Background: an optimization exercise with open tools, aiming at small area and a short achievable clock period. Do not read the settings as production practice.
No run shown here included a check of the RTL's function; only the layout flow was run.
Power is estimated from default activity; no workload was simulated.

### flow/run.sh
#!/bin/bash
# synth_recipe.tcl (not shown) runs the flow's synth.tcl, then flattens the netlist and writes it again
# the make line also repeats each setting of config.mk as NAME=value (left out here)
make -C /OpenROAD-flow-scripts/flow DESIGN_CONFIG=/design/flow/config.mk WORK_HOME=/design/flow/orfs CLKGATE_MAP_FILE= SYNTH_SCRIPT=/design/flow/synth_recipe.tcl finish
### flow/config.mk
export PLATFORM = sky130hd
export DESIGN_NAME = exec_top
export DESIGN_NICKNAME = exec_top
export VERILOG_FILES = /design/flow/design.v
export SDC_FILE = /design/flow/constraint.sdc
export NUM_CORES = 4
export LEC_CHECK = 0
export CAP_MARGIN = 20
export CORE_MARGIN = 2
export CORE_UTILIZATION = 40
export SLEW_MARGIN = 20
### flow/constraint.sdc
create_clock -name core_clock -period 7.0 [get_ports {clk}]
set_input_delay 1.4000 -clock core_clock [delete_from_list [all_inputs] [get_ports {clk}]]
set_output_delay 1.4000 -clock core_clock [all_outputs]
set_load 0.01 [all_outputs]
### flow/design.v
package core_pkg;
    localparam int xlen   = 32;   
    localparam int rsel_w = 5;    
    localparam logic [6:0] OPC_OP     = 7'b0110011;
    localparam logic [6:0] OPC_OP_IMM = 7'b0010011;
    localparam logic [6:0] OPC_LUI    = 7'b0110111;
    localparam logic [6:0] OPC_AUIPC  = 7'b0010111;
    localparam logic [6:0] OPC_JAL    = 7'b1101111;
    localparam logic [6:0] OPC_JALR   = 7'b1100111;
    localparam logic [6:0] OPC_BRANCH = 7'b1100011;
    localparam logic [6:0] OPC_LOAD   = 7'b0000011;
    localparam logic [6:0] OPC_STORE  = 7'b0100011;
    localparam logic [2:0] F3_ADD_SUB = 3'd0;
    localparam logic [2:0] F3_SLL     = 3'd1;
    localparam logic [2:0] F3_SLT     = 3'd2;
    localparam logic [2:0] F3_SLTU    = 3'd3;
    localparam logic [2:0] F3_XOR     = 3'd4;
    localparam logic [2:0] F3_SRL_SRA = 3'd5;   
    localparam logic [2:0] F3_OR      = 3'd6;
    localparam logic [2:0] F3_AND     = 3'd7;
    localparam logic [2:0] F3_BEQ  = 3'd0;
    localparam logic [2:0] F3_BNE  = 3'd1;
    localparam logic [2:0] F3_BLT  = 3'd4;
    localparam logic [2:0] F3_BGE  = 3'd5;
    localparam logic [2:0] F3_BLTU = 3'd6;
    localparam logic [2:0] F3_BGEU = 3'd7;
    typedef enum logic [3:0] {
        ALU_ADD, ALU_SUB, ALU_SLL, ALU_SLT, ALU_SLTU, ALU_XOR,
        ALU_SRL, ALU_SRA, ALU_OR, ALU_AND, ALU_PASS_B
    } alu_func_t;
    typedef struct packed {
        logic [6:0] funct7; logic [rsel_w-1:0] rs2; logic [rsel_w-1:0] rs1;
        logic [2:0] funct3; logic [rsel_w-1:0] rd;  logic [6:0] opcode;
    } r_fmt_t;
    typedef struct packed {
        logic [11:0] imm_11_0; logic [rsel_w-1:0] rs1; logic [2:0] funct3;
        logic [rsel_w-1:0] rd; logic [6:0] opcode;
    } i_fmt_t;
    typedef struct packed {
        logic [6:0] imm_11_5; logic [rsel_w-1:0] rs2; logic [rsel_w-1:0] rs1;
        logic [2:0] funct3;   logic [4:0] imm_4_0;    logic [6:0] opcode;
    } s_fmt_t;
    typedef struct packed {
        logic imm_12; logic [5:0] imm_10_5; logic [rsel_w-1:0] rs2; logic [rsel_w-1:0] rs1;
        logic [2:0] funct3; logic [3:0] imm_4_1; logic imm_11; logic [6:0] opcode;
    } b_fmt_t;
    typedef struct packed {
        logic [19:0] imm_31_12; logic [rsel_w-1:0] rd; logic [6:0] opcode;
    } u_fmt_t;   
    typedef union packed {
        r_fmt_t r_fmt;
        i_fmt_t i_fmt;
        s_fmt_t s_fmt;
        b_fmt_t b_fmt;
        u_fmt_t u_fmt;
    } instr_u;
    typedef struct packed {
        logic       use_rs1;     
        logic       use_rs2;     
        logic       is_branch;
        logic       is_jal;
        logic       is_jalr;
        logic       is_load;
        logic       is_store;
        logic       reg_write;
        logic       illegal;
        logic [2:0] funct3;
    } dec_op_t;   
    typedef struct packed {
        dec_op_t           dec_op;
        logic [xlen-1:0]   imm;
        logic [xlen-1:0]   rs1data;
        logic [xlen-1:0]   rs2data;
        logic [xlen-1:0]   curr_pc;
        logic [xlen-1:0]   next_pc;
        alu_func_t         funct_alu;
        logic [rsel_w-1:0] rdsel;
    } dec_bundle_t;
    typedef struct packed {
        logic [xlen-1:0]   next_pc;
        logic [xlen-1:0]   alu_out;
        logic [xlen-1:0]   rs2data;
        logic              jump;
        dec_op_t           dec_op;
        logic [rsel_w-1:0] rdsel;
    } ex_result_t;
endpackage
module exec_alu (
    input  logic [31:0] a,
    input  logic [31:0] b,       
    input  logic [31:0] bx,      
    input  logic        cin,
    input  logic [31:0] shin,    
    input  logic [2:0]  f3,
    input  logic        alt,
    input  logic        arith,   
    input  logic        legal,
    output logic [31:0] alu
);
    logic [31:0] p, g, sum, c, x, y, rev;
    logic        cout, ltu, lts, left, fill;
    logic        s_add, s_slt, s_sltu, s_xor, s_or, s_and, s_sll, s_sr;
    assign p = a ^ bx;
    assign g = a & bx;
    bk_carry u_carry (.p(p), .g(g), .cin(cin), .c(c), .cout(cout));
    assign sum = p ^ c;
    assign ltu = ~cout;
    assign lts = ~cout ^ a[31] ^ b[31];
    assign left = f3 == 3'd1;
    assign fill = alt & shin[31] & ~left;
    always_comb
        for (int k = 0; k < 32; k++) x[k] = left ? shin[31-k] : shin[k];
    assign y = $unsigned($signed({fill, x}) >>> b[4:0]);
    always_comb
        for (int k = 0; k < 32; k++) rev[k] = y[31-k];
    assign s_add  = legal & (~arith | (f3 == 3'd0));
    assign s_slt  = arith & (f3 == 3'd2);
    assign s_sltu = arith & (f3 == 3'd3);
    assign s_xor  = arith & (f3 == 3'd4);
    assign s_or   = arith & (f3 == 3'd6);
    assign s_and  = arith & (f3 == 3'd7);
    assign s_sll  = arith & (f3 == 3'd1);
    assign s_sr   = arith & (f3 == 3'd5);
    assign alu = ({32{s_add}} & sum) |
                 ({32{s_xor}} & p) |
                 ({32{s_or}}  & (p | g)) |
                 ({32{s_and}} & g) |
                 ({32{s_sll}} & rev) |
                 ({32{s_sr}}  & y) |
                 {31'd0, (s_slt & lts) | (s_sltu & ltu)};
endmodule
module bk_carry (
    input  logic [31:0] p,
    input  logic [31:0] g,
    input  logic        cin,
    output logic [31:0] c,
    output logic        cout
);
    logic [32:0] gg, pp;   
    logic [32:0] G, P;
    always_comb begin
        gg = {g, cin};
        pp = {p, 1'b0};
        G = gg;
        P = pp;
        for (int s = 1; s < 33; s = s * 2)
            for (int i = 2 * s - 1; i < 33; i = i + 2 * s) begin
                G[i] = G[i] | (P[i] & G[i-s]);
                P[i] = P[i] & P[i-s];
            end
        for (int s = 16; s >= 1; s = s / 2)
            for (int i = 3 * s - 1; i < 33; i = i + 2 * s) begin
                G[i] = G[i] | (P[i] & G[i-s]);
                P[i] = P[i] & P[i-s];
            end
    end
    assign c    = G[31:0];
    assign cout = G[32];
endmodule
module branch_comp (
    input  logic [31:0] rs1data,
    input  logic [31:0] rs2data,
    input  logic [2:0]  f3,
    input  logic        is_br,
    input  logic        is_jmp,
    output logic        jump
);
    logic [31:0] e, gt;
    logic        eq, gtu, gts, ltu, lts, cond;
    assign e  = ~(rs1data ^ rs2data);       
    assign gt = rs1data & ~rs2data;         
    logic eq_lo, gt_lo;
    cmp_tree u_tree (.e(e[30:0]), .gt(gt[30:0]), .eq_o(eq_lo), .gt_o(gt_lo));
    assign eq  = eq_lo & e[31];
    assign gtu = gt[31] | (e[31] & gt_lo);
    assign gts = (~rs1data[31] & rs2data[31]) | (e[31] & gt_lo);
    assign ltu = ~gtu & ~eq;
    assign lts = ~gts & ~eq;
    always_comb begin
        case (f3)
            3'd0: cond = eq;
            3'd1: cond = ~eq;
            3'd4: cond = lts;
            3'd5: cond = ~lts;
            3'd6: cond = ltu;
            3'd7: cond = ~ltu;
            default: cond = 1'b0;
        endcase
    end
    assign jump = is_jmp | (is_br & cond);
endmodule
module cmp_tree (
    input  logic [30:0] e,
    input  logic [30:0] gt,
    output logic        eq_o,
    output logic        gt_o
);
    logic [31:0] E, G;
    always_comb begin
        E = {1'b1, e};
        G = {1'b0, gt};
        for (int s = 1; s < 32; s = s * 2)
            for (int i = 0; i + s < 32; i = i + 2 * s) begin
                G[i] = G[i+s] | (E[i+s] & G[i]);
                E[i] = E[i+s] & E[i];
            end
    end
    assign eq_o = E[0];
    assign gt_o = G[0];
endmodule
module rv_decoder (
    input  core_pkg::instr_u instr,
    output logic             is_op,
    output logic             is_opi,
    output logic             is_lui,
    output logic             is_auipc,
    output logic             is_jal,
    output logic             is_jalr,
    output logic             is_br,
    output logic             is_ld,
    output logic             is_st,
    output logic [31:0]      imm
);
    logic [31:0] i;
    logic        q;
    logic [4:0]  o;
    logic        fi, fs, fb, fu, fj;
    assign i = instr;
    assign q = i[1:0] == 2'b11;
    assign o = i[6:2];
    assign is_op    = q & (o == 5'b01100);
    assign is_opi   = q & (o == 5'b00100);
    assign is_lui   = q & (o == 5'b01101);
    assign is_auipc = q & (o == 5'b00101);
    assign is_jal   = q & (o == 5'b11011);
    assign is_jalr  = q & (o == 5'b11001);
    assign is_br    = q & (o == 5'b11000);
    assign is_ld    = q & (o == 5'b00000);
    assign is_st    = q & (o == 5'b01000);
    assign fi = is_opi | is_jalr | is_ld;
    assign fs = is_st;
    assign fb = is_br;
    assign fu = is_lui | is_auipc;
    assign fj = is_jal;
    assign imm[0]     = (fi & i[20]) | (fs & i[7]);
    assign imm[4:1]   = ({4{fi | fj}} & i[24:21]) | ({4{fs | fb}} & i[11:8]);
    assign imm[10:5]  = {6{fi | fs | fb | fj}} & i[30:25];
    assign imm[11]    = ((fi | fs) & i[31]) | (fb & i[7]) | (fj & i[20]);
    assign imm[19:12] = ({8{fu | fj}} & i[19:12]) | ({8{fi | fs | fb}} & {8{i[31]}});
    assign imm[30:20] = ({11{fu}} & i[30:20]) | ({11{fi | fs | fb | fj}} & {11{i[31]}});
    assign imm[31]    = i[31];
endmodule
module execute_stage (
    input  core_pkg::instr_u          instr,
    input  logic [core_pkg::xlen-1:0] pc,
    input  logic [core_pkg::xlen-1:0] rs1data,
    input  logic [core_pkg::xlen-1:0] rs2data,
    output core_pkg::ex_result_t      res_d
);
    logic        is_op, is_opi, is_lui, is_auipc, is_jal, is_jalr, is_br, is_ld, is_st;
    logic        arith, legal, sub;
    logic [2:0]  f3;
    logic [31:0] imm, a, b, bx, sum, alu;
    logic [31:0] nxt;
    logic        cout, jump;
    logic [11:0] dec_op;
    rv_decoder u_dec (
        .instr    (instr),
        .is_op    (is_op),
        .is_opi   (is_opi),
        .is_lui   (is_lui),
        .is_auipc (is_auipc),
        .is_jal   (is_jal),
        .is_jalr  (is_jalr),
        .is_br    (is_br),
        .is_ld    (is_ld),
        .is_st    (is_st),
        .imm      (imm)
    );
    assign f3    = instr[14:12];
    assign arith = is_op | is_opi;
    assign legal = arith | is_lui | is_auipc | is_jal | is_jalr | is_br | is_ld | is_st;
    assign sub   = (is_op & (f3 == 3'd0) & instr[30]) | (arith & (f3[2:1] == 2'b01));
    assign a  = ({32{arith | is_jalr | is_ld | is_st}} & rs1data) |
                ({32{is_auipc | is_jal | is_br}} & pc);
    assign b  = is_op ? rs2data : imm;
    assign bx = b ^ {32{sub}};
    exec_alu u_alu (
        .a     (a),
        .b     (b),
        .bx    (bx),
        .cin   (sub),
        .shin  (rs1data),
        .f3    (f3),
        .alt   (instr[30]),
        .arith (arith),
        .legal (legal),
        .alu   (alu)
    );
    branch_comp u_cmp (
        .rs1data (rs1data),
        .rs2data (rs2data),
        .f3      (f3),
        .is_br   (is_br),
        .is_jmp  (is_jal | is_jalr),
        .jump    (jump)
    );
    inc30 u_inc (.a(pc[31:2]), .y(nxt[31:2]));
    assign nxt[1:0] = pc[1:0];
    assign dec_op = {arith | is_jalr | is_ld | is_st,           
                     is_op,                                      
                     is_br, is_jal, is_jalr, is_ld, is_st,
                     legal & ~is_br & ~is_st,                    
                     ~legal,                                     
                     f3 & {3{legal}}};
    assign res_d = {nxt, alu, rs2data, jump, dec_op,
                    instr[11:7] & {5{legal & ~is_br & ~is_st}}};
endmodule
module inc30 (
    input  logic [29:0] a,
    output logic [29:0] y
);
    logic [29:0] c;   
    logic [30:0] P;   
    always_comb begin
        P = {a, 1'b1};
        for (int s = 1; s < 31; s = s * 2)
            for (int i = 2 * s - 1; i < 31; i = i + 2 * s)
                P[i] = P[i] & P[i-s];
        for (int s = 16; s >= 1; s = s / 2)
            for (int i = 3 * s - 1; i < 31; i = i + 2 * s)
                P[i] = P[i] & P[i-s];
    end
    assign c = P[29:0];
    assign y = a ^ c;
endmodule
module exec_top (
    input  logic                      clk,
    input  logic                      rst_n,
    input  logic                      in_valid,
    input  core_pkg::instr_u          instr,
    input  logic [core_pkg::xlen-1:0] pc,
    input  logic [core_pkg::xlen-1:0] rs1data,
    input  logic [core_pkg::xlen-1:0] rs2data,
    output core_pkg::ex_result_t      result,
    output logic                      out_valid
);
    core_pkg::ex_result_t res_d;
    execute_stage u_exec (
        .instr   (instr),
        .pc      (pc),
        .rs1data (rs1data),
        .rs2data (rs2data),
        .res_d   (res_d)
    );
    always_ff @(posedge clk or negedge rst_n) begin
        if (!rst_n)
            result <= '0;
        else if (in_valid)
            result <= res_d;   
    end
    always_ff @(posedge clk or negedge rst_n) begin
        if (!rst_n)
            out_valid <= 1'b0;
        else
            out_valid <= in_valid;   
    end
endmodule
==> qor.log, run 1 <==
INFO  run_status     status=timing/DRC/antenna clean
INFO  synth          synth_area_per_cell=8.46µm²
INFO  cts            cts.hold.buffers_added=0
INFO  worst_setup_path worst_ep_required=7.33ns
INFO  route          avgRoutedWirePerCell=26.7µm
INFO  worst_setup_path worstReg2RegStart=result[78]
INFO  synth          yosys.area.top_type_share=23.6%
INFO  sta            tightestPinTransition=1.08ns
INFO  power_and_ir_drop switching_share=33.5%
INFO  placed_design  detailed_place_hpwl=45000µm
INFO  job            cap_viol_max_count=0
INFO  worst_setup_path worst_path_dominant_cell_family=compound AO/OA/AOI/OAI gates
INFO  power_and_ir_drop p_total=2.36mW
INFO  power_and_ir_drop power_density=148nW/µm²
INFO  grt            grt_util_met1=46.9%
INFO  layout         regArea=2880µm²
INFO  layout         flow.area_growth_from_synthesis=30.7%
INFO  power_and_ir_drop power.net_switching=792µW
INFO  sta            slew_violations=0
INFO  sta            worst_hold_slack_across_all_endpoints=0.487ns
INFO  sta            rsz0062_at_grt=false
INFO  synth          ys_dominant_reg_cell=dfrtp_1
INFO  layout         final-instance-count-excl-fill=2086
INFO  sta            relative_slew_slack=27.5%
INFO  cts            cts.root.buffer_cell=clkbuf_16
INFO  placed_design  place.detailed.instances=2053
INFO  layout         num-nets-final=1940
INFO  die            fp.dieArea=31900µm²
INFO  grt            groute.layer.met2.usage=54.8%
INFO  layout         area_taken_by_multi_input_logic_gates=8530µm²
INFO  power_and_ir_drop power.share.combinational=29.6%
INFO  power_and_ir_drop share_clk_of_total_power=38.8%
INFO  route          detailedRoute.firstPassIterationCount=6
INFO  grt            grt.overflow.total=0
INFO  power_and_ir_drop cellInternalPower=1.57mW
INFO  synth          postSynthNetCount=1702
INFO  synth          seq_area_frac_synth=23.6%
INFO  synth          synth_top_area_cell=dfrtp_1
INFO  synth          synth.yosys.warnings=6
INFO  worst_setup_path setup_slack_on_the_worst_flop_to_flop_path=5.84ns
INFO  synth          netlist_area=12200µm²
INFO  worst_setup_path depth_of_the_worst_register_to_register_path=3
INFO  sta            fmaxAchievable=154MHz
INFO  power_and_ir_drop vdd_ir_drop_max=166µV
INFO  sta            post_layout_min_period=6.50ns
INFO  power_and_ir_drop power_leakage=6.92nW
INFO  placed_design  pre_cts_slack=0.00997ns
INFO  worst_setup_path cp_common_cell=nor2_1
INFO  layout         drive_above_1_share=11.3%
INFO  route          drc=0
INFO  power_and_ir_drop seq_power_share=31.7%
INFO  sta            finalSetupViolCount=0
INFO  die            start_util=40.9%
INFO  worst_setup_path cp_slowest_stage_delay=0.55ns
INFO  worst_setup_path timing.critical_path.buf_inv=3
INFO  worst_setup_path startpoint_type=input pin
INFO  worst_setup_path worstPathCellList=clkdlybuf4s50_1, nor4bb_1, buf_4, and3_1, nor2_1, buf_4, a22oi_1, xnor2_1, ha_1, a211oi_1, nor2_1, a2111o_1, a211oi_1, o21ai_0, a21o_1, a21o_1, fa_1, nand2_1, nor2_1, a2111oi_0, a31oi_1, or3_1
INFO  worst_setup_path crit_path_start=instr[1]
INFO  grt            largest_net_degree_at_the_start_of_global_routing=68
INFO  sta            final_worst_path_cycle_share=92.8%
INFO  synth          synth_area_leaders=dfrtp_1 24%, ha_1 11%, mux2_2 6.5%, mux2i_1 6.1%, inv_1 3.7%
INFO  die            num_io_pins=246
INFO  die            coreArea=29900µm²
INFO  sta            final.setup.tns=0ns
INFO  worst_setup_path cell_with_the_biggest_individual_delay_on_the_critical_path=clkdlybuf4s50_1
INFO  cts            worst_setup_hold_path_clk_slew=0.06ns
INFO  route          avgViaCountPerCell=6.17
INFO  route          detailroute.via_count=12900
INFO  synth          number_of_synthesized_flops_with_an_enable_pin=0
INFO  cts            clock_tree.htree_level_count=4
INFO  grt            grt_antenna_before_repair=2
INFO  layout         nFillCells=2870
INFO  die            dieWidth=179µm
INFO  worst_setup_path crit-reg2reg-capture=result[78]
INFO  route          detail_route.iter0.violations=1308
INFO  worst_setup_path critPathCapture=result[78]
INFO  grt            grt_use_total=35.1%
INFO  cts            tritoncts=yes
INFO  cts            clock_sink_count=115
INFO  layout         finish.instance_area=16000µm²
INFO  synth          synth_async_sr_flop_share=100%
INFO  synth          postSynthRegisterBits=115
INFO  cts            clk-insertion-delay-late=0.45ns
INFO  cts            cts-buffers-inserted=17
INFO  route          final_antenna_net_count=0
INFO  placed_design  io_buffer_count=245
INFO  worst_setup_path worst-path-stages=22
INFO  sta            report.final.hold_viol_count=0
INFO  sta            clock_skew=0ns
INFO  grt            groute.layer.met3.usage=7.21%
INFO  placed_design  dpl-instance-area=15400µm²
INFO  worst_setup_path worst-setup-path-type=in2reg
INFO  placed_design  final_replace_weighted_congestion=0.991
INFO  worst_hold_path hp-class=reg2reg
INFO  sta            layout_setup_ws=0.502ns
INFO  worst_setup_path worstSetupEndpointType=register
INFO  synth          syn-instance-count=1444
INFO  die            fp-row-count=63
INFO  worst_setup_path critPathMaxFanout=10
INFO  synth          synth_cell_type_count=77
INFO  grt            busiest_layer=met2
INFO  layout         utilization=53.4%
INFO  grt            grt_pass1_vias=12400
INFO  die            dieHeight=179µm
INFO  grt            grt_first_pass_wirelength=81300µm
INFO  cts            cts_max_path_buffers=2
INFO  worst_setup_path cp_data_arrival_time=6.83ns
INFO  route          totalWireLength=55600µm
-- cell families after synthesis --
logic type / Yosys count / synth area share, %
XOR/XNOR: 54 / 3.87
flip-flops: 115 / 23.6
AO/OA/AOI/OAI: 439 / 25.0
adder cells (fa/ha/maj): 127 / 14.0
multiplexers: 144 / 12.5
buffers and inverters: 215 / 6.92
AND/OR/NAND/NOR: 350 / 14.1
-- cells in the mapped netlist (all sizes together) (6+ instances only) --
library cell,n
nand3b,6
and2,12
a21o,37
and3,20
mux2,70
nor3,18
o21ai,77
clkbuf,54
inv,119
o22ai,14
a22oi,15
xnor2,34
nand4,10
a22o,44
a31oi,18
nand3,51
nor4,6
o2bb2ai,6
fa,16
nand2,93
a211o,6
o211ai,15
a221oi,27
xor2,20
o221ai,7
buf,42
nor2,94
a21oi,83
a211oi,20
dfrtp,115
ha,111
or3,7
o31ai,11
mux2i,74
-- final cells by class --
class / count / share of cell area [%]
multi-input cells: 1114 / 53.4
repair buffers: 315 / 18.9
flip-flops and latches: 115 / 18.0
well taps: 390 / 3.06
inverters: 119 / 2.80
clock buffers: 18 / 2.75
clock inverters: 14 / 0.964
diodes: 1 / 0.0157
-- how the worst min path moves through the flow --
stage | start | to | cells past startpoint
after CTS | result[64] | result[64] | 1
after global placement | result[12] | result[12] | 1
after global routing | result[5] | result[5] | 1
final | result[64] | result[64] | 1
after floorplan | result[64] | result[64] | 1
after detailed placement | result[64] | result[64] | 1
-- layer usage --
metal  vias to the layer above  share of wire [%]
li1                       5821                  -
met1                      6262                 43
met2                       652                 44
met3                       129                8.0
met4                         2                4.6
met5                         -              0.020
-- placed cells by master (no fill, tap or decap), types with 7 or more instances in the layout --
cell,instances
nor3_1,17
inv_1,119
a21oi_1,83
mux2i_1,74
and3_1,20
o21ai_0,73
fa_1,16
dfrtp_1,115
ha_1,111
xor2_1,20
xnor2_1,34
o211ai_1,14
a211oi_1,20
o31ai_1,11
buf_4,68
a221oi_1,27
o221ai_1,7
clkbuf_16,17
nand2_1,92
a22o_1,44
or3_1,7
clkdlybuf4s50_1,242
nand3_1,51
a21o_1,37
and2_1,12
o22ai_1,14
mux2_2,70
nor2_1,93
a22oi_1,15
nand4_1,10
a31oi_1,18
-- state kept, by name, indices dropped and copies added (netlist names) --
register / cells
out_valid: 1
result: 114
-- power by group through the flow --
stage | registers, mW | logic, mW | clock network (mW)
after floorplan | 0.782 | 0.280 | 0
after global placement | 0.758 | 0.688 | 0
after detailed placement | 0.759 | 0.686 | 0
after CTS | 0.749 | 0.690 | 0.932
after global routing | 0.754 | 0.742 | 0.959
final | 0.748 | 0.698 | 0.916
-- repair_timing --
| item | CTS | global route |
|---|---|---|
| buffers inserted | 0 | 0 |
| resized for setup | 0 | 2 |
| endpoints found under the setup margin | 0 | 1 |
==> run 2, diff against run 1 <==
==> flow/flow/run.sh (new file) <==
#!/bin/bash
# Standard ORFS layout, except that ports are buffered with a small buffer
# (sky130_fd_sc_hd__buf_1) in place of ORFS's default choice.
set -euo pipefail
export BUFFER_PORTS_ARGS="-buffer_cell sky130_fd_sc_hd__buf_1"
bash standard.sh > standard_flow.log 2>&1
==> flow/standard.sh (new file) <==
#!/bin/bash
# synth_recipe.tcl (not shown) runs the flow's synth.tcl, then flattens the netlist and writes it again
# the make line also repeats each setting of config.mk as NAME=value (left out here)
make -C /OpenROAD-flow-scripts/flow DESIGN_CONFIG=/design/flow/config.mk WORK_HOME=/design/flow/orfs CLKGATE_MAP_FILE= SYNTH_SCRIPT=/design/flow/synth_recipe.tcl "${@:-finish}"
removed: flow/run.sh
==> run 2 against run 1 <==
Against the previous run:
- via count down 0.38%
- combinational power down 18%
- sequential power about the same
- register-to-register slack worse by 0.03 ns
- flip-flop and latch count unchanged
- design area down 11%
- area after synthesis unchanged
- clock skew unchanged
- count of clock-buffer cells in the layout up 4
- non-clock buffer count down 16
- die area unchanged
- setup slack worse by 0.027 ns
==> qor.log, run 2 <==
INFO  worst_setup_path setup_slack_on_the_worst_flop_to_flop_path=5.81ns
INFO  die            num_io_pins=246
INFO  grt            grt_pass1_vias=12400
INFO  sta            relative_slew_slack=30.9%
INFO  synth          synth_async_sr_flop_share=100%
INFO  job            cap_viol_max_count=0
INFO  die            fp.dieArea=31900µm²
INFO  placed_design  pre_cts_slack=0.0320ns
INFO  worst_hold_path hold-path-endpoint=result[64]
INFO  synth          seq_area_frac_synth=23.6%
INFO  power_and_ir_drop power.share.combinational=26.3%
INFO  worst_setup_path worst_ep_required=7.38ns
INFO  sta            finalSetupViolCount=0
INFO  route          highest_layer=met4
INFO  worst_setup_path critPathMaxFanout=28
INFO  cts            clk-insertion-delay-late=0.46ns
INFO  layout         layout_top_registers=result x114, out_valid x1
INFO  worst_setup_path worst_path_dominant_cell_family=compound AO/OA/AOI/OAI gates
INFO  die            dieWidth=179µm
INFO  layout         finish.instance_area=14200µm²
INFO  sta            slew_violations=0
INFO  layout         mostFrequentLayoutCell=buf_1
INFO  cts            cts-buffers-inserted=17
INFO  die            dieHeight=179µm
INFO  worst_setup_path cp_slowest_stage_delay=0.46ns
INFO  synth          syn-instance-count=1444
INFO  worst_setup_path startpoint_type=input pin
INFO  layout         count_of_inserted_antenna_diode_cells=0
INFO  route          detail_route.iter0.violations=1362
INFO  synth          synth_cell_type_count=77
INFO  layout         num-nets-final=1924
INFO  synth          yosysMostFrequentCell=inv_1
INFO  layout         drive_above_1_share=10.2%
INFO  power_and_ir_drop power.net_switching=734µW
INFO  cts            tritoncts=yes
INFO  sta            layout_setup_ws=0.475ns
INFO  route          avgRoutedWirePerCell=25.7µm
INFO  grt            grt_antenna_before_repair=0
INFO  synth          synth_top_area_cell=dfrtp_1
INFO  grt            grt_first_pass_wirelength=78200µm
INFO  worst_setup_path worst-path-stages=21
INFO  synth          ys_dominant_reg_cell=dfrtp_1
INFO  layout         top_register=result
INFO  die            fp-row-count=63
INFO  layout         nFillCells=2965
INFO  placed_design  dpl-instance-area=13700µm²
INFO  worst_hold_path hp-class=reg2reg
INFO  run_status     status=timing/DRC/antenna clean
INFO  cts            clock_sink_count=115
INFO  route          drc=0
INFO  synth          synth.yosys.warnings=6
INFO  route          detailroute.via_count=12800
INFO  power_and_ir_drop p_total=2.16mW
INFO  cts            cts.root.buffer_cell=clkbuf_16
INFO  sta            rsz0062_at_grt=false
INFO  synth          ys_top_cells_by_count=119 x inv_1, 115 x dfrtp_1, 111 x ha_1, 94 x nor2_1, 92 x nand2_1
INFO  cts            clock_tree.htree_level_count=4
INFO  worst_setup_path cp_data_arrival_time=6.90ns
INFO  synth          number_of_synthesized_flops_with_an_enable_pin=0
INFO  layout         largest_register_ffs=114
INFO  route          detailedRoute.firstPassIterationCount=7
INFO  grt            grt_use_total=33.4%
INFO  layout         flow.area_growth_from_synthesis=16.6%
INFO  route          totalWireLength=53000µm
INFO  power_and_ir_drop share_clk_of_total_power=39.0%
INFO  worst_setup_path depth_of_the_worst_register_to_register_path=3
INFO  sta            fmaxAchievable=153MHz
INFO  route          detailroute.wirelength.met3=4170µm
INFO  synth          netlist_area=12200µm²
INFO  power_and_ir_drop switching_share=33.9%
INFO  placed_design  final_replace_weighted_congestion=1.01
INFO  synth          synth_area_leaders=dfrtp_1 24%, ha_1 11%, mux2_2 6.5%, mux2i_1 6.1%, inv_1 3.7%
INFO  synth          postSynthRegisterBits=115
INFO  sta            final_worst_path_cycle_share=93.2%
INFO  cts            cts_max_path_buffers=2
INFO  sta            report.final.hold_viol_count=0
INFO  die            start_util=40.9%
INFO  route          met2WireLength=24000µm
INFO  worst_hold_path hold_critical_path_depth=1
INFO  power_and_ir_drop power_leakage=6.15nW
INFO  placed_design  io_buffer_count=245
INFO  synth          synth_area_per_cell=8.46µm²
INFO  worst_setup_path crit-reg2reg-capture=result[78]
INFO  route          route.layer.met1.wl=22400µm
INFO  grt            grt.overflow.total=0
INFO  sta            clock_skew=0ns
INFO  worst_setup_path worst-setup-path-type=in2reg
INFO  worst_hold_path hold_start=result[64]
INFO  worst_setup_path worstPathCellList=buf_1, nor4bb_1, buf_4, and3_1, buf_4, a22oi_1, xnor2_1, ha_1, a21o_1, a31oi_1, o221ai_1, a221oi_1, o21ai_0, a21o_1, a21o_1, a31o_2, a31oi_1, fa_1, o221ai_1, a211oi_1, a31oi_1
INFO  layout         mostFrequentLayoutCells=243 x buf_1, 119 x inv_1, 115 x dfrtp_1, 111 x ha_1
INFO  die            coreArea=29900µm²
INFO  synth          postSynthNetCount=1702
INFO  power_and_ir_drop power_density=152nW/µm²
INFO  synth          yosys.area.top_type_share=23.6%
INFO  worst_setup_path worstSetupEndpointType=register
INFO  power_and_ir_drop vdd_ir_drop_max=191µV
INFO  worst_setup_path timing.critical_path.buf_inv=3
INFO  worst_setup_path cell_with_the_biggest_individual_delay_on_the_critical_path=fa_1
INFO  grt            largest_net_degree_at_the_start_of_global_routing=102
INFO  sta            final.setup.tns=0ns
INFO  layout         area_taken_by_multi_input_logic_gates=8530µm²
INFO  power_and_ir_drop cellInternalPower=1.43mW
INFO  route          avgViaCountPerCell=6.21
INFO  sta            post_layout_min_period=6.53ns
INFO  sta            tightestPinTransition=1.03ns
INFO  placed_design  detailed_place_hpwl=42100µm
INFO  route          final_antenna_net_count=0
INFO  worst_setup_path worstReg2RegStart=result[78]
INFO  cts            post-cts-setup-buffer-count=0
INFO  power_and_ir_drop seq_power_share=34.7%
INFO  cts            worst_setup_hold_path_clk_slew=0.06ns
INFO  layout         regArea=2880µm²
## run 2: final cells by class
cell class	count	share of cell area [%]
clock buffers	22	3.40
repair buffers	299	9.54
inverters	119	3.14
clock inverters	5	0.387
multi-input cells	1114	59.9
well taps	390	3.43
flip-flops and latches	115	20.2
## run 2: through the flow
stage	hold WS [ns]	utilization (%)	instances
floorplan	0.516	-	1444
global placement	0.463	45.8	2037
detailed placement	0.476	45.8	2037
CTS	0.488	47.6	2064
global route	0.510	47.7	2064
finish	0.485	47.7	2064
## run 2: power groups by stage
stage | Sequential [mW] | Combinational, mW | Clock, mW
2_1_floorplan | 0.782 | 0.280 | 0
3_3_place_gp | 0.759 | 0.553 | 0
3_5_place_dp | 0.760 | 0.557 | 0
4_1_cts | 0.750 | 0.560 | 0.853
5_1_grt | 0.756 | 0.613 | 0.876
6_report | 0.750 | 0.570 | 0.844
## run 2: worst max path at each step
stage               startpoint  slack (ns)         end
global route          instr[2]        0.09  result[81]
detailed placement    instr[2]        0.03  result[81]
CTS                   instr[2]        0.48  result[81]
global placement      instr[2]        0.18  result[78]
floorplan             instr[3]        0.89  result[78]
finish                instr[2]        0.47  result[81]
## run 2: what timing repair did
item / 4_1_cts / 5_1_grt
hold buffers: 0 / 0
resized for setup: 0 / 1
setup endpoints to repair: 0 / 1
## run 2: worst reg2reg max path, cell delays in order, from the launching register on
cell,delay [ns]
dfrtp_1,0.42
nor2_1,0.20
nor4b_1,0.09
or3_1,0.36
## run 2: cells by family after synthesis
logic type	synth area share [%]
compound gates	25.0
xor+xnor	3.87
fa+ha+maj	14.0
buf+inv	6.92
flops	23.6
mux	12.5
simple gates	14.1
## run 2: layer usage
layer	vias up	global-route usage [%]
met5	-	0
met4	0	15.4
met3	128	6.51
met2	667	52.9
met1	6250	44.0
li1	5772	-
==> run 3, diff against run 2 <==
--- a/flow/design.v
+++ b/flow/design.v
@@ -102,7 +102,7 @@
     logic        s_add, s_slt, s_sltu, s_xor, s_or, s_and, s_sll, s_sr;
     assign p = a ^ bx;
     assign g = a & bx;
-    bk_carry u_carry (.p(p), .g(g), .cin(cin), .c(c), .cout(cout));
+    pfx_carry u_carry (.p(p), .g(g), .cin(cin), .c(c), .cout(cout));
     assign sum = p ^ c;
     assign ltu = ~cout;
     assign lts = ~cout ^ a[31] ^ b[31];
@@ -129,33 +129,76 @@
                  ({32{s_sr}}  & y) |
                  {31'd0, (s_slt & lts) | (s_sltu & ltu)};
 endmodule
-module bk_carry (
+module pfx_carry #(parameter int KIND = 2) (
     input  logic [31:0] p,
     input  logic [31:0] g,
     input  logic        cin,
     output logic [31:0] c,
     output logic        cout
 );
-    logic [32:0] gg, pp;   
-    logic [32:0] G, P;
+    logic [32:0] G, P;   
+    logic [32:0] Gn, Pn;
     always_comb begin
-        gg = {g, cin};
-        pp = {p, 1'b0};
-        G = gg;
-        P = pp;
-        for (int s = 1; s < 33; s = s * 2)
-            for (int i = 2 * s - 1; i < 33; i = i + 2 * s) begin
-                G[i] = G[i] | (P[i] & G[i-s]);
-                P[i] = P[i] & P[i-s];
-            end
-        for (int s = 16; s >= 1; s = s / 2)
-            for (int i = 3 * s - 1; i < 33; i = i + 2 * s) begin
-                G[i] = G[i] | (P[i] & G[i-s]);
-                P[i] = P[i] & P[i-s];
+        G = {g, cin};
+        P = {p, 1'b0};
+        if (KIND == 0) begin
+            for (int d = 1; d < 33; d = d * 2)
+                for (int i = 2 * d - 1; i < 33; i = i + 2 * d) begin
+                    G[i] = G[i] | (P[i] & G[i-d]);
+                    P[i] = P[i] & P[i-d];
+                end
+            for (int d = 16; d >= 1; d = d / 2)
+                for (int i = 3 * d - 1; i < 33; i = i + 2 * d) begin
+                    G[i] = G[i] | (P[i] & G[i-d]);
+                    P[i] = P[i] & P[i-d];
+                end
+        end else if (KIND == 1) begin
+            for (int d = 1; d < 33; d = d * 2) begin
+                Gn = G; Pn = P;
+                for (int i = 0; i < 33; i++)
+                    if ((i & d) != 0) begin
+                        Gn[i] = G[i] | (P[i] & G[(i & ~(d - 1)) - 1]);
+                        Pn[i] = P[i] & P[(i & ~(d - 1)) - 1];
+                    end
+                G = Gn; P = Pn;
             end
+        end else if (KIND == 4) begin
+            for (int i = 1; i < 33; i = i + 2) begin
+                G[i] = G[i] | (P[i] & G[i-1]);
+                P[i] = P[i] & P[i-1];
+            end
+            for (int d = 2; d < 33; d = d * 2) begin
+                Gn = G; Pn = P;
+                for (int i = d + 1; i < 33; i = i + 2) begin
+                    Gn[i] = G[i] | (P[i] & G[i-d]);
+                    Pn[i] = P[i] & P[i-d];
+                end
+                G = Gn; P = Pn;
+            end
+            for (int i = 2; i < 33; i = i + 2) begin
+                G[i] = G[i] | (P[i] & G[i-1]);
+                P[i] = P[i] & P[i-1];
+            end
+        end else if (KIND == 2) begin
+            for (int d = 1; d < 33; d = d * 2) begin
+                Gn = G; Pn = P;
+                for (int i = d; i < 33; i++) begin
+                    Gn[i] = G[i] | (P[i] & G[i-d]);
+                    Pn[i] = P[i] & P[i-d];
+                end
+                G = Gn; P = Pn;
+            end
+        end
+    end
+    if (KIND == 3) begin : g_plus
+        logic [32:0] t;
+        assign t = {1'b0, p} + {g, 1'b0} + {32'd0, cin};
+        assign c    = t[31:0] ^ p;
+        assign cout = t[32];
+    end else begin : g_pfx
+        assign c    = G[31:0];
+        assign cout = G[32];
     end
-    assign c    = G[31:0];
-    assign cout = G[32];
 endmodule
 module branch_comp (
     input  logic [31:0] rs1data,
@@ -219,6 +262,10 @@
     output logic             is_br,
     output logic             is_ld,
     output logic             is_st,
+    output logic             sel_rs1,    
+    output logic             sel_pc,     
+    output logic             sel_rs2,    
+    output logic             arith_p,    
     output logic [31:0]      imm
 );
     logic [31:0] i;
@@ -237,17 +284,21 @@
     assign is_br    = q & (o == 5'b11000);
     assign is_ld    = q & (o == 5'b00000);
     assign is_st    = q & (o == 5'b01000);
-    assign fi = is_opi | is_jalr | is_ld;
-    assign fs = is_st;
-    assign fb = is_br;
-    assign fu = is_lui | is_auipc;
-    assign fj = is_jal;
+    assign sel_rs1 = (~o[0] & ~o[4]) | (o[4] & o[0] & ~o[1]);
+    assign sel_pc  = (o[4] & (o[1] | ~o[0])) | (~o[4] & o[0] & ~o[3]);
+    assign sel_rs2 = o[3] & o[2] & ~o[0];
+    assign arith_p = o[2] & ~o[0];
+    assign fu = o[0] & ~o[4];
+    assign fj = o[0] & o[4] & o[1];
+    assign fi = (o[0] & o[4] & ~o[1]) | (~o[0] & ~o[4] & ~o[3]);
+    assign fs = ~o[0] & ~o[4] & o[3];
+    assign fb = ~o[0] & o[4];
     assign imm[0]     = (fi & i[20]) | (fs & i[7]);
     assign imm[4:1]   = ({4{fi | fj}} & i[24:21]) | ({4{fs | fb}} & i[11:8]);
-    assign imm[10:5]  = {6{fi | fs | fb | fj}} & i[30:25];
+    assign imm[10:5]  = {6{~fu}} & i[30:25];
     assign imm[11]    = ((fi | fs) & i[31]) | (fb & i[7]) | (fj & i[20]);
-    assign imm[19:12] = ({8{fu | fj}} & i[19:12]) | ({8{fi | fs | fb}} & {8{i[31]}});
-    assign imm[30:20] = ({11{fu}} & i[30:20]) | ({11{fi | fs | fb | fj}} & {11{i[31]}});
+    assign imm[19:12] = fu | fj ? i[19:12] : {8{i[31]}};
+    assign imm[30:20] = fu ? i[30:20] : {11{i[31]}};
     assign imm[31]    = i[31];
 endmodule
 module execute_stage (
@@ -258,11 +309,12 @@
     output core_pkg::ex_result_t      res_d
 );
     logic        is_op, is_opi, is_lui, is_auipc, is_jal, is_jalr, is_br, is_ld, is_st;
-    logic        arith, legal, sub;
+    logic        sel_rs1, sel_pc, sel_rs2, arith_p;
+    logic        arith, legal, sub, wr;
     logic [2:0]  f3;
-    logic [31:0] imm, a, b, bx, sum, alu;
+    logic [31:0] imm, a, b, bx, alu;
     logic [31:0] nxt;
-    logic        cout, jump;
+    logic        jump;
     logic [11:0] dec_op;
     rv_decoder u_dec (
         .instr    (instr),
@@ -275,15 +327,19 @@
         .is_br    (is_br),
         .is_ld    (is_ld),
         .is_st    (is_st),
+        .sel_rs1  (sel_rs1),
+        .sel_pc   (sel_pc),
+        .sel_rs2  (sel_rs2),
+        .arith_p  (arith_p),
         .imm      (imm)
     );
     assign f3    = instr[14:12];
     assign arith = is_op | is_opi;
     assign legal = arith | is_lui | is_auipc | is_jal | is_jalr | is_br | is_ld | is_st;
-    assign sub   = (is_op & (f3 == 3'd0) & instr[30]) | (arith & (f3[2:1] == 2'b01));
-    assign a  = ({32{arith | is_jalr | is_ld | is_st}} & rs1data) |
-                ({32{is_auipc | is_jal | is_br}} & pc);
-    assign b  = is_op ? rs2data : imm;
+    assign wr    = legal & ~is_br & ~is_st;
+    assign sub   = arith_p & (((f3 == 3'd0) & instr[30] & instr[5]) | (f3[2:1] == 2'b01));
+    assign a  = ({32{sel_rs1}} & rs1data) | ({32{sel_pc}} & pc);
+    assign b  = sel_rs2 ? rs2data : imm;
     assign bx = b ^ {32{sub}};
     exec_alu u_alu (
         .a     (a),
@@ -310,11 +366,10 @@
     assign dec_op = {arith | is_jalr | is_ld | is_st,           
                      is_op,                                      
                      is_br, is_jal, is_jalr, is_ld, is_st,
-                     legal & ~is_br & ~is_st,                    
+                     wr,                                         
                      ~legal,                                     
                      f3 & {3{legal}}};
-    assign res_d = {nxt, alu, rs2data, jump, dec_op,
-                    instr[11:7] & {5{legal & ~is_br & ~is_st}}};
+    assign res_d = {nxt, alu, rs2data, jump, dec_op, instr[11:7] & {5{wr}}};
 endmodule
 module inc30 (
     input  logic [29:0] a,
==> run 3 against run 2 <==
Against the previous run:
- area after synthesis increased by 8.4%
- sequential share of layout area down 1.1 points
- cell count is 12% higher
- first-iteration DRC count is 28% higher
- non-clock buffer count is 12 lower
- core utilization fell by 1.3 points
- global-route usage grew 1.7 points
- combinational power is 130% higher
- flip-flop and latch count did not move
- maximum frequency increased by 15%
- register-to-register slack got worse by 0.21 ns
- highest routed layer unchanged
==> qor.log, run 3 <==
INFO  run_status     status=timing/DRC/antenna clean
INFO  layout         layout_top_registers=result x114, out_valid x1
INFO  die            fp-row-count=66
INFO  sta            report.final.hold_viol_count=0
INFO  sta            tightestPinTransition=1.06ns
INFO  layout         finish.instance_area=15100µm²
INFO  grt            grt.overflow.total=0
INFO  layout         drive_above_1_share=8.87%
INFO  layout         largest_register_ffs=114
INFO  route          drc=0
INFO  placed_design  place.detailed.instances=2282
INFO  placed_design  dpl-instance-area=14500µm²
INFO  worst_setup_path worst_ep_required=7.34ns
INFO  route          avgRoutedWirePerCell=26.2µm
INFO  worst_setup_path startpoint_type=input pin
INFO  worst_setup_path critPathMaxFanout=40
INFO  grt            largest_net_degree_at_the_start_of_global_routing=82
INFO  worst_setup_path worst-setup-path-type=in2reg
INFO  cts            tritoncts=yes
INFO  synth          synth_cell_type_count=89
INFO  route          detailedRoute.firstPassIterationCount=7
INFO  cts            cts_max_path_buffers=2
INFO  layout         flow.area_growth_from_synthesis=13.9%
INFO  worst_setup_path timing.critical_path.buf_inv=2
INFO  power_and_ir_drop p_total=3.05mW
INFO  synth          postSynthNetCount=1926
INFO  layout         top_register=result
INFO  worst_setup_path cell_with_the_biggest_individual_delay_on_the_critical_path=a31oi_1
INFO  grt            grt_antenna_before_repair=1
INFO  synth          ys_dominant_reg_cell=dfrtp_1
INFO  synth          synth_async_sr_flop_share=100%
INFO  worst_hold_path hp-class=reg2reg
INFO  route          totalWireLength=60600µm
INFO  worst_setup_path cp_slowest_stage_delay=0.74ns
INFO  synth          synth_area_leaders=dfrtp_1 22%, ha_1 10%, a21oi_1 5.6%, mux2_2 4.7%, nand2_1 4.1%
INFO  sta            finalSetupViolCount=0
INFO  synth          number_of_synthesized_flops_with_an_enable_pin=0
INFO  cts            post-cts-setup-buffer-count=0
INFO  sta            slew_violations=0
INFO  layout         count_of_inserted_antenna_diode_cells=0
INFO  synth          synth_top_area_cell=dfrtp_1
INFO  cts            clk-insertion-delay-late=0.44ns
INFO  placed_design  io_buffer_count=245
INFO  layout         num-nets-final=2101
INFO  cts            clock_tree.htree_level_count=4
INFO  worst_setup_path worstPathCellList=buf_1, and3b_1, buf_4, a221oi_2, and2_0, xnor2_1, ha_1, and3_1, o211ai_1, a31oi_1, a32o_1, a21oi_1, o21ai_0, a21oi_1, xor2_1, o31ai_1
INFO  synth          syn-instance-count=1684
INFO  sta            post_layout_min_period=5.67ns
INFO  synth          ys_top_cells_by_count=147 x a21oi_1, 143 x nand2_1, 120 x nor2_1, 119 x inv_1, 115 x dfrtp_1
INFO  layout         final-instance-count-excl-fill=2313
INFO  worst_setup_path worstSetupEndpointType=register
INFO  synth          yosysMostFrequentCell=a21oi_1
INFO  layout         mostFrequentLayoutCell=buf_1
INFO  route          final_antenna_net_count=0
INFO  layout         mostFrequentLayoutCells=243 x buf_1, 147 x a21oi_1, 143 x nand2_1, 120 x nor2_1, 119 x inv_1
INFO  cts            cts.root.buffer_cell=clkbuf_16
INFO  sta            final_worst_path_cycle_share=81.0%
INFO  synth          netlist_area=13200µm²
INFO  cts            cts_resized=0
INFO  sta            rsz0062_at_grt=false
INFO  synth          synth_area_per_cell=7.87µm²
INFO  sta            relative_slew_slack=29.1%
INFO  route          detailroute.via_count=14700
INFO  worst_setup_path cp_common_cell=a21oi_1
INFO  route          avgViaCountPerCell=6.36
INFO  cts            cts-buffers-inserted=17
INFO  synth          postSynthRegisterBits=115
INFO  synth          seq_area_frac_synth=21.7%
INFO  die            fp.dieArea=34600µm²
INFO  die            num_io_pins=246
INFO  cts            clock_sink_count=115
INFO  synth          synth.yosys.warnings=6
INFO  grt            grt_first_pass_wirelength=89900µm
INFO  grt            grt_use_total=35.2%
INFO  synth          yosys.area.top_type_share=21.7%
INFO  die            dieHeight=186µm
INFO  worst_setup_path cp_data_arrival_time=6.01ns
INFO  power_and_ir_drop power_leakage=6.43nW
INFO  route          detail_route.iter0.violations=1744
INFO  die            coreArea=32500µm²
INFO  grt            grt_pass1_vias=13900
INFO  die            dieWidth=186µm
INFO  power_and_ir_drop vdd_ir_drop_max=276µV
INFO  power_and_ir_drop power_density=202nW/µm²
INFO  sta            final.setup.tns=0ns
INFO  worst_setup_path worst_path_dominant_cell_family=compound AO/OA/AOI/OAI gates
INFO  die            start_util=40.7%
INFO  cts            worst_setup_hold_path_clk_slew=0.06ns
INFO  sta            fmaxAchievable=176MHz
INFO  cts            cts.hold.buffers_added=0
INFO  placed_design  final_replace_weighted_congestion=1.00
INFO  job            cap_viol_max_count=0
INFO  placed_design  detailed_place_hpwl=48400µm
INFO  sta            clock_skew=0ns
[run 3: changes by cell type after synthesis, moves of 16 or more]
cell / delta
o221ai_1: +20
fa_1: -16
nor2_1: +26
clkbuf_1: +19
mux2i_1: -29
a32oi_1: +19
nand2_1: +51
xnor2_1: +26
a21oi_1: +64
[run 3: final timing paths]
kind,startpoint,endpoint,slack (ns),depth (start not counted)
min reg2reg,result[10],result[10],0.48,1
max,instr[5],result[80],1.33,16
max in group asynchronous,rst_n,result[30],4.58,2
min in group asynchronous,rst_n,result[52],1.07,1
max reg2reg,result[50],result[50],5.60,3
min,result[10],result[10],0.48,1
[run 3: stage by stage]
stage                     setup slack [ns]  util, %  hold WS (ns)
after floorplan                       1.71        -         0.513
after global placement                1.23     44.5         0.461
after detailed placement              1.08     44.5         0.469
after CTS                             1.55     46.4         0.482
after global routing                  1.08     46.4         0.495
final                                 1.33     46.4         0.476
[run 3: worst reg2reg max path: stages (launching register included)]
cell and delay [ns]:
dfrtp_1 0.46, nor2_1 0.09, or4b_2 0.65, o22ai_1 0.12
[run 3: logic make-up after synthesis]
| family | Yosys count | share of synthesized area [%] |
|---|---|---|
| AO/OA/AOI/OAI | 567 | 29.7 |
| flip-flops | 115 | 21.7 |
| multiplexers | 105 | 8.80 |
| AND/OR/NAND/NOR | 467 | 16.9 |
| adder cells (fa/ha/maj) | 111 | 10.5 |
| XOR/XNOR | 68 | 4.50 |
| buffers and inverters | 251 | 7.86 |
[run 3: cell type report]
type                            count  area, µm²
Clock inverter                     10        158
Inverter                          120        450
Fill cell                        3355      17500
Clock buffer                       21        450
Multi-Input combinational cell   1318       9350
Tap cell                          442        553
Timing Repair Buffer              287       1240
Sequential cell                   115       2880
[run 3: where the power goes]
part	internal, mW	total (mW)	switching (mW)
Combinational	0.448	1.33	0.887
Clock	0.601	0.950	0.350
Sequential	0.724	0.761	0.0371
[run 3: layer usage]
layer  vias up  routed length, µm  track usage, %
met2       884              25100            49.9
met3       139               5680            7.40
met1      7100              26500            49.5
li1       6588                  -               -
met4         0               3350            19.0
met5         -                  0               0
==> run 4, diff against run 3 <==
--- a/flow/design.v
+++ b/flow/design.v
@@ -87,7 +87,6 @@
 endpackage
 module exec_alu (
     input  logic [31:0] a,
-    input  logic [31:0] b,       
     input  logic [31:0] bx,      
     input  logic        cin,
     input  logic [31:0] shin,    
@@ -97,20 +96,17 @@
     input  logic        legal,
     output logic [31:0] alu
 );
-    logic [31:0] p, g, sum, c, x, y, rev;
-    logic        cout, ltu, lts, left, fill;
+    logic [31:0] p, g, c, x, y, rev, rest, alu0, alu1;
+    logic        cout, left, fill;
     logic        s_add, s_slt, s_sltu, s_xor, s_or, s_and, s_sll, s_sr;
     assign p = a ^ bx;
     assign g = a & bx;
-    pfx_carry u_carry (.p(p), .g(g), .cin(cin), .c(c), .cout(cout));
-    assign sum = p ^ c;
-    assign ltu = ~cout;
-    assign lts = ~cout ^ a[31] ^ b[31];
+    pfx_carry u_carry (.p(a | bx), .g(g), .cin(cin), .c(c), .cout(cout));
     assign left = f3 == 3'd1;
     assign fill = alt & shin[31] & ~left;
     always_comb
         for (int k = 0; k < 32; k++) x[k] = left ? shin[31-k] : shin[k];
-    assign y = $unsigned($signed({fill, x}) >>> b[4:0]);
+    assign y = $unsigned($signed({fill, x}) >>> bx[4:0]);
     always_comb
         for (int k = 0; k < 32; k++) rev[k] = y[31-k];
     assign s_add  = legal & (~arith | (f3 == 3'd0));
@@ -121,13 +117,17 @@
     assign s_and  = arith & (f3 == 3'd7);
     assign s_sll  = arith & (f3 == 3'd1);
     assign s_sr   = arith & (f3 == 3'd5);
-    assign alu = ({32{s_add}} & sum) |
-                 ({32{s_xor}} & p) |
-                 ({32{s_or}}  & (p | g)) |
-                 ({32{s_and}} & g) |
-                 ({32{s_sll}} & rev) |
-                 ({32{s_sr}}  & y) |
-                 {31'd0, (s_slt & lts) | (s_sltu & ltu)};
+    assign rest = ({32{s_xor | s_or}} & p) |
+                  ({32{s_or | s_and}} & g) |
+                  ({32{s_sll}} & rev) |
+                  ({32{s_sr}}  & y);
+    assign alu1 = ({32{s_add}} & ~p) | rest;
+    assign alu0 = ({32{s_add}} &  p) | rest;
+    always_comb begin
+        for (int k = 1; k < 32; k++) alu[k] = c[k] ? alu1[k] : alu0[k];
+        alu[0] = cout ? (alu0[0] ^ (s_add & cin)) | (s_slt & (a[31] ^ bx[31] ^ cin))
+                      : (alu0[0] ^ (s_add & cin)) | (s_slt & ~(a[31] ^ bx[31] ^ cin)) | s_sltu;
+    end
 endmodule
 module pfx_carry #(parameter int KIND = 2) (
     input  logic [31:0] p,
@@ -252,29 +252,32 @@
     assign gt_o = G[0];
 endmodule
 module rv_decoder (
-    input  core_pkg::instr_u instr,
-    output logic             is_op,
-    output logic             is_opi,
-    output logic             is_lui,
-    output logic             is_auipc,
-    output logic             is_jal,
-    output logic             is_jalr,
-    output logic             is_br,
-    output logic             is_ld,
-    output logic             is_st,
-    output logic             sel_rs1,    
-    output logic             sel_pc,     
-    output logic             sel_rs2,    
-    output logic             arith_p,    
-    output logic [31:0]      imm
+    input  core_pkg::instr_u          instr,
+    input  logic [core_pkg::xlen-1:0] rs2data,
+    output logic                      is_op,
+    output logic                      is_opi,
+    output logic                      is_lui,
+    output logic                      is_auipc,
+    output logic                      is_jal,
+    output logic                      is_jalr,
+    output logic                      is_br,
+    output logic                      is_ld,
+    output logic                      is_st,
+    output logic                      sel_rs1,   
+    output logic                      sel_pc,    
+    output logic                      sub,       
+    output logic [31:0]               bx         
 );
     logic [31:0] i;
     logic        q;
     logic [4:0]  o;
-    logic        fi, fs, fb, fu, fj;
-    assign i = instr;
-    assign q = i[1:0] == 2'b11;
-    assign o = i[6:2];
+    logic [2:0]  f3;
+    logic        fi, fs, fb, fu, fj, sel_rs2, sub_r, sub_i;
+    logic        rp, rn, ip, in_;   
+    assign i  = instr;
+    assign q  = i[1:0] == 2'b11;
+    assign o  = i[6:2];
+    assign f3 = i[14:12];
     assign is_op    = q & (o == 5'b01100);
     assign is_opi   = q & (o == 5'b00100);
     assign is_lui   = q & (o == 5'b01101);
@@ -287,19 +290,51 @@
     assign sel_rs1 = (~o[0] & ~o[4]) | (o[4] & o[0] & ~o[1]);
     assign sel_pc  = (o[4] & (o[1] | ~o[0])) | (~o[4] & o[0] & ~o[3]);
     assign sel_rs2 = o[3] & o[2] & ~o[0];
-    assign arith_p = o[2] & ~o[0];
     assign fu = o[0] & ~o[4];
     assign fj = o[0] & o[4] & o[1];
     assign fi = (o[0] & o[4] & ~o[1]) | (~o[0] & ~o[4] & ~o[3]);
-    assign fs = ~o[0] & ~o[4] & o[3];
+    assign fs = ~o[0] & ~o[4] & o[3] & ~o[2];
     assign fb = ~o[0] & o[4];
-    assign imm[0]     = (fi & i[20]) | (fs & i[7]);
-    assign imm[4:1]   = ({4{fi | fj}} & i[24:21]) | ({4{fs | fb}} & i[11:8]);
-    assign imm[10:5]  = {6{~fu}} & i[30:25];
-    assign imm[11]    = ((fi | fs) & i[31]) | (fb & i[7]) | (fj & i[20]);
-    assign imm[19:12] = fu | fj ? i[19:12] : {8{i[31]}};
-    assign imm[30:20] = fu ? i[30:20] : {11{i[31]}};
-    assign imm[31]    = i[31];
+    assign sub_r = ((f3 == 3'd0) & i[30]) | (f3[2:1] == 2'b01);
+    assign sub_i = o[2] & (f3[2:1] == 2'b01);
+    assign rp  = sel_rs2 & ~sub_r;
+    assign rn  = sel_rs2 & sub_r;
+    assign ip  = fi & ~sub_i;
+    assign in_ = fi & sub_i;
+    assign sub = rn | in_;
+    always_comb begin
+        for (int k = 0; k < 32; k++) begin
+            logic src_i;    
+            logic src_o;    
+            logic t_o;      
+            logic src_x;    
+            logic t_x;
+            src_i = (k < 11) ? i[20 + k] : i[31];
+            src_o = 1'b0; t_o = 1'b0; src_x = 1'b0; t_x = 1'b0;
+            if (k == 0) begin
+                src_x = i[7];  t_x = fs;
+            end else if (k < 5) begin
+                t_o = fj;      src_o = i[20 + k];
+                src_x = i[7 + k]; t_x = fs | fb;
+            end else if (k < 11) begin
+                t_o = fs | fb | fj; src_o = i[20 + k];
+            end else if (k == 11) begin
+                t_o = fs;      src_o = i[31];
+                src_x = 1'b0;  t_x = 1'b0;
+            end else if (k < 20) begin
+                t_o = fs | fb; src_o = i[31];
+                src_x = i[k];  t_x = fu | fj;
+            end else if (k < 31) begin
+                t_o = fs | fb | fj; src_o = i[31];
+                src_x = i[k];  t_x = fu;
+            end else begin
+                t_o = fs | fb | fj | fu; src_o = i[31];
+            end
+            bx[k] = (rp & rs2data[k]) | (rn & ~rs2data[k]) |
+                    (ip & src_i) | (in_ & ~src_i) | (t_o & src_o) | (t_x & src_x);
+        end
+        bx[11] = bx[11] | (fb & i[7]) | (fj & i[20]);
+    end
 endmodule
 module execute_stage (
     input  core_pkg::instr_u          instr,
@@ -309,15 +344,16 @@
     output core_pkg::ex_result_t      res_d
 );
     logic        is_op, is_opi, is_lui, is_auipc, is_jal, is_jalr, is_br, is_ld, is_st;
-    logic        sel_rs1, sel_pc, sel_rs2, arith_p;
-    logic        arith, legal, sub, wr;
+    logic        sel_rs1, sel_pc, sub;
+    logic        arith, legal, wr;
     logic [2:0]  f3;
-    logic [31:0] imm, a, b, bx, alu;
+    logic [31:0] a, bx, alu;
     logic [31:0] nxt;
     logic        jump;
     logic [11:0] dec_op;
     rv_decoder u_dec (
         .instr    (instr),
+        .rs2data  (rs2data),
         .is_op    (is_op),
         .is_opi   (is_opi),
         .is_lui   (is_lui),
@@ -329,21 +365,16 @@
         .is_st    (is_st),
         .sel_rs1  (sel_rs1),
         .sel_pc   (sel_pc),
-        .sel_rs2  (sel_rs2),
-        .arith_p  (arith_p),
-        .imm      (imm)
+        .sub      (sub),
+        .bx       (bx)
     );
     assign f3    = instr[14:12];
     assign arith = is_op | is_opi;
     assign legal = arith | is_lui | is_auipc | is_jal | is_jalr | is_br | is_ld | is_st;
     assign wr    = legal & ~is_br & ~is_st;
-    assign sub   = arith_p & (((f3 == 3'd0) & instr[30] & instr[5]) | (f3[2:1] == 2'b01));
-    assign a  = ({32{sel_rs1}} & rs1data) | ({32{sel_pc}} & pc);
-    assign b  = sel_rs2 ? rs2data : imm;
-    assign bx = b ^ {32{sub}};
+    assign a = ({32{sel_rs1}} & rs1data) | ({32{sel_pc}} & pc);
     exec_alu u_alu (
         .a     (a),
-        .b     (b),
         .bx    (bx),
         .cin   (sub),
         .shin  (rs1data),
==> flow/flow/run.sh (replaced) <==
#!/bin/bash
# Standard ORFS layout with two changes:
#  - ports are buffered with sky130_fd_sc_hd__buf_1 in place of ORFS's default choice;
#  - synthesis skips the full/half-adder extraction (ADDER_MAP_FILE unset), so ABC
#    maps the adder logic itself.
# make's whole output goes to standard_flow.log; ORFS keeps each step's log under orfs/logs.
set -euo pipefail
export BUFFER_PORTS_ARGS="-buffer_cell sky130_fd_sc_hd__buf_1"
bash standard.sh ADDER_MAP_FILE= finish > standard_flow.log 2>&1
==> run 4 against run 3 <==
Against the previous run:
- wire length shrank 10%
- worst hold slack got worse by 0.0036 ns
- combinational power fell by 9.8%
- critical path depth decreased by 3
- power is 3.7% lower
- clock skew is the same
- core utilization up 0.10 points
==> qor.log, run 4 <==
INFO  sta            clock_skew=0ns
INFO  layout         largest_register_ffs=114
INFO  die            dieHeight=181µm
INFO  route          detailroute.via_count=13800
INFO  worst_setup_path crit_path_start=instr[30]
INFO  route          totalWireLength=54400µm
INFO  placed_design  detailed_place_hpwl=42200µm
INFO  synth          ys_top_cells_by_count=189 x nor2_1, 139 x nand2_1, 137 x a21oi_1, 115 x dfrtp_1, 111 x mux2i_1
INFO  worst_setup_path worst_path_dominant_cell_family=compound AO/OA/AOI/OAI gates
INFO  sta            fmaxAchievable=173MHz
INFO  route          final_antenna_net_count=0
INFO  cts            cts_max_path_buffers=2
INFO  layout         count_of_inserted_antenna_diode_cells=0
INFO  die            fp-row-count=64
INFO  layout         drive_above_1_share=7.90%
INFO  synth          synth.yosys.warnings=7
INFO  worst_setup_path worst-setup-path-type=in2reg
INFO  worst_hold_path hold_start=result[54]
INFO  layout         flow.area_growth_from_synthesis=14.0%
INFO  run_status     status=timing/DRC/antenna clean
INFO  synth          synth_area_leaders=dfrtp_1 23%, mux2i_1 8.9%, xnor2_1 6.0%, nor2_1 5.7%, a21oi_1 5.5%
INFO  synth          yosysMostFrequentCell=nor2_1
INFO  sta            rsz0062_at_grt=false
INFO  synth          postSynthRegisterBits=115
INFO  worst_setup_path worstSetupEndpointType=register
INFO  synth          netlist_area=12500µm²
INFO  worst_setup_path cp_data_arrival_time=6.09ns
INFO  cts            clock_tree.htree_level_count=4
INFO  worst_setup_path cell_with_the_biggest_individual_delay_on_the_critical_path=o21a_2
INFO  sta            report.final.hold_viol_count=0
INFO  sta            tightestPinTransition=1.23ns
INFO  cts            cts.hold.buffers_added=0
INFO  sta            final_worst_path_cycle_share=82.4%
INFO  cts            cts-buffers-inserted=17
INFO  layout         num-nets-final=1927
INFO  sta            slew_violations=0
INFO  synth          syn-instance-count=1632
INFO  cts            clock_sink_count=115
INFO  cts            clk-insertion-delay-late=0.45ns
INFO  synth          synth_top_area_cell=dfrtp_1
INFO  synth          number_of_synthesized_flops_with_an_enable_pin=0
INFO  worst_setup_path worst_ep_required=7.32ns
INFO  die            coreArea=30700µm²
INFO  placed_design  final_replace_weighted_congestion=1.03
INFO  cts            tritoncts=yes
INFO  synth          synth_area_per_cell=7.66µm²
INFO  cts            cts.root.buffer_cell=clkbuf_16
INFO  power_and_ir_drop vdd_ir_drop_max=157µV
INFO  placed_design  place.detailed.instances=2172
INFO  grt            largest_net_degree_at_the_start_of_global_routing=74
INFO  layout         layout_top_registers=result x114, out_valid x1
INFO  job            cap_viol_max_count=0
INFO  route          avgRoutedWirePerCell=24.7µm
INFO  worst_setup_path cp_slowest_stage_delay=0.82ns
INFO  route          avgViaCountPerCell=6.25
INFO  synth          synth_async_sr_flop_share=100%
INFO  worst_setup_path worstPathCellList=buf_1, nor2b_2, o21a_2, xor2_1, a21o_1, mux2i_1, a21oi_1, mux2i_1, a21oi_1, nor2_1, a2111o_1, a2111oi_0, a211oi_1
INFO  sta            final.setup.tns=0ns
INFO  power_and_ir_drop power_density=206nW/µm²
INFO  die            num_io_pins=246
INFO  synth          ys_dominant_reg_cell=dfrtp_1
INFO  synth          synth_cell_type_count=85
INFO  grt            grt_first_pass_wirelength=81000µm
INFO  worst_setup_path worstReg2RegStart=result[50]
INFO  layout         mostFrequentLayoutCells=242 x buf_1, 189 x nor2_1, 139 x nand2_1, 136 x a21oi_1, 115 x dfrtp_1
INFO  worst_hold_path hp-class=reg2reg
INFO  power_and_ir_drop power_leakage=5.56nW
INFO  route          detail_route.iter0.violations=1949
INFO  sta            finalSetupViolCount=0
INFO  cts            post-cts-setup-buffer-count=0
INFO  die            start_util=40.8%
INFO  sta            post_layout_min_period=5.77ns
INFO  cts            worst_setup_hold_path_clk_slew=0.07ns
INFO  layout         mostFrequentLayoutCell=buf_1
INFO  placed_design  io_buffer_count=245
INFO  die            fp.dieArea=32700µm²
INFO  layout         final-instance-count-excl-fill=2205
INFO  worst_setup_path startpoint_type=input pin
INFO  synth          yosys.area.top_type_share=23.0%
INFO  grt            grt_antenna_before_repair=1
INFO  die            dieWidth=181µm
INFO  synth          seq_area_frac_synth=23.0%
INFO  route          drc=0
INFO  cts            cts_resized=0
INFO  sta            relative_slew_slack=18.0%
INFO  worst_setup_path setup_slack_on_the_worst_flop_to_flop_path=6.06ns
INFO  grt            grt.overflow.total=0
INFO  worst_setup_path critPathMaxFanout=34
INFO  route          detailedRoute.firstPassIterationCount=6
INFO  worst_setup_path timing.critical_path.buf_inv=1
INFO  power_and_ir_drop p_total=2.93mW
INFO  grt            grt_use_total=32.6%
INFO  grt            grt_pass1_vias=12700
INFO  layout         top_register=result
INFO  synth          postSynthNetCount=1763
[run 4: cell types whose count changed after synthesis, moves of 30 or more]
cell	previous run	this run
inv_1	119	47
xor2_1	8	43
mux2i_1	45	111
ha_1	111	0
nor2_1	120	189
maj3_1	0	30
[run 4: layout make-up]
| class | count | area (µm²) |
|---|---|---|
| clock buffers | 17 | 425 |
| flip-flops and latches | 115 | 2880 |
| well taps | 396 | 495 |
| fillers | 3131 | 16400 |
| inverters | 47 | 176 |
| clock inverters | 15 | 206 |
| multi-input cells | 1340 | 8920 |
| repair buffers | 275 | 1150 |
[run 4: power by group]
group	switching [mW]	internal (mW)	leakage, nW
sequential	0.0349	0.726	1.38
clock	0.373	0.597	0.292
combinational	0.783	0.421	3.89
[run 4: worst reg2reg max path: stages (launching register included)]
cell and delay, ns:
dfrtp_1 0.39, a21oi_1 0.14, o21ai_0 0.09, a21oi_1 0.12, o21ai_0 0.09
[run 4: layer usage]
layer | GRT usage [%] | up-vias | routed length, µm
li1 | - | 6303 | -
met1 | 45.4 | 6588 | 23300
met2 | 50.2 | 791 | 24000
met3 | 5.89 | 108 | 5050
met4 | 12.4 | 2 | 2130
met5 | 0 | - | 13
[run 4: cells by family after synthesis]
| logic type | share of synthesized area (%) |
|---|---|
| AO/OA/AOI/OAI | 28.0 |
| AND/OR/NAND/NOR | 18.6 |
| buffers and inverters | 5.81 |
| multiplexers | 13.0 |
| XOR/XNOR | 9.04 |
| flip-flops | 23.0 |
| adder cells (fa/ha/maj) | 2.49 |
[run 4: per-stage QoR]
stage | hold WS, ns | cell area (µm²) | util [%] | setup slack [ns]
2_1_floorplan | 0.516 | 12500 | - | 2.12
3_5_place_dp | 0.466 | 13600 | 44.4 | 0.975
3_3_place_gp | 0.461 | 13600 | 44.4 | 1.09
6_report | 0.472 | 14200 | 46.5 | 1.23
4_1_cts | 0.479 | 14200 | 46.4 | 1.45
5_1_grt | 0.489 | 14200 | 46.5 | 0.931
[run 4: path summary, 6_finish.rpt]
check	to	depth (start not counted)
max reg2reg	result[50]	4
min	result[54]	1
min in group asynchronous	result[93]	1
max	result[75]	13
max in group asynchronous	result[57]	2
min reg2reg	result[54]	1

[static timing again, ports no longer ideal]
Ports are ideal in the flow. The routed layouts listed here were re-timed in OpenROAD. Step 1 assumes that a clkbuf_16 drives the clock port and a buf_2 every other input. Step 2 adds t to the input delays and takes it off the output delays; t is the mean of the earliest and latest rising clock arrival at the registers after step 1. Input paths then give back, and output paths get back, about the clock's delay inside the block. Three values: ideal ports, drivers, drivers and shift; two values: the first two.
run | t (ns) | slack for setup (ns) | latest minus earliest clock arrival (ns) | slew at the worst register clock pin (ns)
run 1 | 0.504 | 0.502 / 0.522 / 0.019 | 0.010 / 0.009 | 0.07 / 0.07
run 2 | 0.507 | 0.475 / 0.504 / -0.003 | 0.012 / 0.012 | 0.06 / 0.06
run 3 | 0.494 | 1.333 / 1.360 / 0.866 | 0.011 / 0.012 | 0.06 / 0.06
run 4 | 0.506 | 1.232 / 1.246 / 0.740 | 0.015 / 0.015 | 0.07 / 0.07
With both steps, setup timing fails in run 2, where it was met with ideal ports. For run 4, which loses most, drivers alone change the setup slack by +0.014 ns; drivers and shift together by -0.492 ns.
